Background: an optimization exercise with open tools, aiming at small area, a short achievable clock period and few clock cycles per item. Do not read the settings as production practice.
The RTL was checked by simulation tests, not by an equivalence proof against the original design.

== job 3124 ==
Design hilo_unit_top, start of the top module:
module hilo_unit_top (
    input  logic               clk,
    input  logic               rst,
    input  logic               op_valid,
    input  hilo_pkg::hilo_op_t op,
    input  hilo_pkg::word_t    rs_value,
    input  hilo_pkg::word_t    rt_value,
    output logic               div_busy,
    output logic               rd_valid,
    output hilo_pkg::word_t    rd_data
);
Settings: LEC_CHECK=0, ABC_CLOCK_PERIOD_IN_PS=4300, CAP_MARGIN=20, CORE_MARGIN=2, CORE_UTILIZATION=40, GPL_TIMING_DRIVEN=0, SETUP_SLACK_MARGIN=4.6, SLEW_MARGIN=20; clock period 9.0 ns.
run.sh (not shown) runs the stock make flow with config.mk's settings and CLKGATE_MAP_FILE= SYNTH_SCRIPT=/design/flow/synth_recipe.tcl, a recipe that flattens the netlist after the stock synthesis.
Per the final summary, job 3124 finished and its layout is clean on timing, DRC and antenna.
Testbench counts of job 3124, summed over its fixed seeds: cycles 6,524, items 4,660.
Inputs modified between job 3124 and job 6528:
- GPL_TIMING_DRIVEN removed (was 0)
==> comparison <==
Job 6528 ran to completion and came out clean on the timing, design-rule and antenna checks.
From job 3124 to job 6528 the numbers moved as follows: die extent in y barely changed; non-clock buffer count lost 238; first-pass GRT wire length shrank by 6.6%; flip-flop and latch count roughly the same.
Number of H-tree branching levels came out exactly the same in job 6528 and job 3124.
Compared with job 3124, job 6528 shows a number of clock-tree buffers in the layout that is 1 lower.
Input-level comparison between job 5530 and job 6528:
- CTS_BUF_LIST newly set to sky130_fd_sc_hd__clkbuf_8
- GPL_TIMING_DRIVEN newly set to 0
Taking job 6528 over job 5530, the total CTS buffers ratio works out to 0.66.
Compared job 5530 against job 6528; die area within noise.
Changes observed in job 5530 relative to job 6528: number of buffers on the longest clock path roughly the same; worst-skew pair later-pin latency higher; maximum clock frequency decreased 23 MHz.
Job 5530: wire length after detailed routing higher than job 6528
Changes in job 7481 relative to job 5530:
- GPL_TIMING_DRIVEN removed (was 0)
Notes after the runs:
Note that the total length of routed met2 wires recorded for job 5530 amounts to 1.09 times the value seen in job 7481.
On job 7481: overall routed net length is 8.2% lower than what job 5530 gave.
The run showing the greater setup slack of the worst register-to-register path is job 7481.
| number of global-route vias before repair | job 7481 vs job 5530 | 1808 lower |
Job 7481 reports its cell type of the slowest stage on the worst timing path as sky130_fd_sc_hd__or4_4 while job 5530 reports sky130_fd_sc_hd__edfxtp_1.
Summary — non-clock buffer count, job 7481 relative to job 5530: lower, by 233.
Compared with job 5530, job 7481 shows a higher worst setup slack after layout.

* * *

Setup of maple:
Another version of the RTL of hilo_unit_top (not shown whole).
Size in the first run: about 5000 cells after synthesis, roughly 350 flip-flops, roughly 100 I/O pins, roughly 41000 um2 of cells after synthesis.
clock: 9.0 ns
lec_check: 0
abc_clock_period_in_ps: 4300
cap_margin: 20
core_margin: 2
core_utilization: 40
setup_slack_margin: 4.5
slew_margin: 20
maple | stages: all done | timing, DRC, antenna: all pass
Testbench counts of maple, summed over its fixed seeds: cycles 6,524, items 4,660.
### maple -> xenon
Settings: swapping 40 for 55 in CORE_UTILIZATION.
## What came out
- In terms of total congestion overflow after global routing, maple and xenon differ only marginally.
- xenon does better than maple on final worst setup slack.
- For die area, dividing the value from xenon by the value from maple gives 0.73.
- NOTE: wire length in xenon falls short of that of maple
- Initial antenna violation count down 2 in xenon wrt maple

* * *

## red
RTL: one of the versions met above, not the one the previous note started from.
Size in the first run: roughly 4,600 cells after synthesis, roughly 350 flip-flops, about 100 I/O pins.
export LEC_CHECK = 0
export ABC_CLOCK_PERIOD_IN_PS = 4300
export CAP_MARGIN = 20
export CORE_MARGIN = 2
export CORE_UTILIZATION = 40
export SETUP_SLACK_MARGIN = 4.7
export SLEW_MARGIN = 20
create_clock -name core_clock -period 9.0 [get_ports {clk}]
red: full flow OK, the timing, design-rule and antenna checks passed
Testbench counts of red, summed over its fixed seeds: cycles 6,524, items 4,660.
### red -> blue
- a change of SETUP_SLACK_MARGIN from 4.7 to 4.5
- an added CTS_BUF_LIST of sky130_fd_sc_hd__clkbuf_8
## What came out
Delta (blue minus red): worst setup margin went down by 0.15 ns; synthesized cell count was more or less identical; transition time at the pin with the least slew margin went down by 0.041 ns.
Sort red and blue by highest attainable clock frequency, ascending, and blue comes first.
Area after synthesis came out exactly the same in red and blue.
blue reports a lower via count of the first global-routing pass than red does.
Against red, the final cell area of blue is lower.
Highest signal layer in the routed design = met4: blue; highest signal layer in the routed design = met5: red
Edits applied to the flow inputs when going from blue to green:
- CTS_BUF_LIST no longer set, was sky130_fd_sc_hd__clkbuf_8
Notes after the runs:
Compared blue against green; combined global-route utilization of all metal layers within noise.
Compared blue against green; first-pass GRT wire length within noise.
Run comparison: blue uppermost layer routed met4; green uppermost layer routed met5
The lower antenna diode count came out of green.
Looking at final critical-path setup slack across green and blue, the one that comes out higher is green.
Diff blue -> green: register share of the cell area essentially unchanged; number of buffers outside the clock class in the layout decreased about 0.4%.

* * *

Q:
hilo_unit_top, a different RTL version from the one above (not shown whole).
Size: roughly 4900 cells after synthesis, roughly 350 flip-flops, about 100 I/O pins, ~39000 um^2 of cells after synthesis.
clock: 9.0 ns
lec_check: 0
abc_clock_period_in_ps: 4300
cap_margin: 20
core_margin: 2
core_utilization: 40
cts_buf_list: sky130_fd_sc_hd__clkbuf_8
setup_slack_margin: 4.5
slew_margin: 20
Testbench counts of Q, summed over its fixed seeds: cycles 6,524, items 4,660.
Edits applied to the flow inputs when going from Q to P:
--- a/flow/config.mk
+++ b/flow/config.mk
@@ -12 +11,0 @@
-export CTS_BUF_LIST = sky130_fd_sc_hd__clkbuf_8
[summary]
- P: PASS, flow complete, no timing, DRC or antenna violations
- Looking at H-tree level count, P sits 1 lower than Q does.
- Between P and Q, the total of fill cells in the finished design does not differ in any meaningful way.
- Going from Q to P, mean routed wirelength per cell grows by about 0.3%.
- The core of P is more densely filled than that of Q.

-- separate check: timing with driven ports --
In the flow no input, the clock included, has a driving cell. The finished layouts below were timed again as built, in two steps. Step 1, drivers: a clkbuf_16 drives clk and a buf_2 each remaining input, both assumed. Step 2 moves the port delays by t, midway between the first and last clock arrival at a register: inputs arrive t later, outputs are due t later. That takes back most of the time a late clock gives input paths. Three values: ideal ports, drivers, drivers and shift; two values: the first two.
| run | shift t [ns] | setup WS [ns] | worst hold slack (ns) | worst slew at a driven data input, ns |
|---|---|---|---|---|
| job 3124 | 0.697 | 4.202 / 4.202 / 4.044 | 0.454 / 0.454 / 0.454 | 0.06 |
| job 6528 | 0.687 | 4.603 / 4.568 / 4.119 | 0.451 / 0.451 / 0.451 | 0.08 |
| job 5530 | 0.760 | 4.120 / 4.120 / 3.909 | 0.455 / 0.455 / 0.455 | 0.05 |
| job 7481 | 0.778 | 4.579 / 4.559 / 4.023 | 0.451 / 0.451 / 0.451 | 0.08 |
| maple | 0.728 | 4.490 / 4.431 / 3.920 | 0.452 / 0.452 / 0.452 | 0.14 |
| xenon | 0.677 | 4.494 / 4.455 / 3.961 | 0.453 / 0.453 / 0.453 | 0.09 |
| red | 0.684 | 4.544 / 4.544 / 4.149 | 0.455 / 0.455 / 0.455 | 0.08 |
| blue | 0.760 | 4.392 / 4.342 / 3.877 | 0.453 / 0.453 / 0.453 | 0.07 |
| green | 0.674 | 4.399 / 4.332 / 3.977 | 0.455 / 0.455 / 0.455 | 0.08 |
| Q | 0.753 | 4.560 / 4.496 / 3.920 | 0.453 / 0.453 / 0.453 | 0.08 |
| P | 0.694 | 4.475 / 4.444 / 3.973 | 0.454 / 0.454 / 0.454 | 0.07 |
After both steps setup and hold are still met in every run listed. For Q, which loses most, drivers alone change the setup slack by -0.064 ns; drivers and shift together by -0.640 ns.
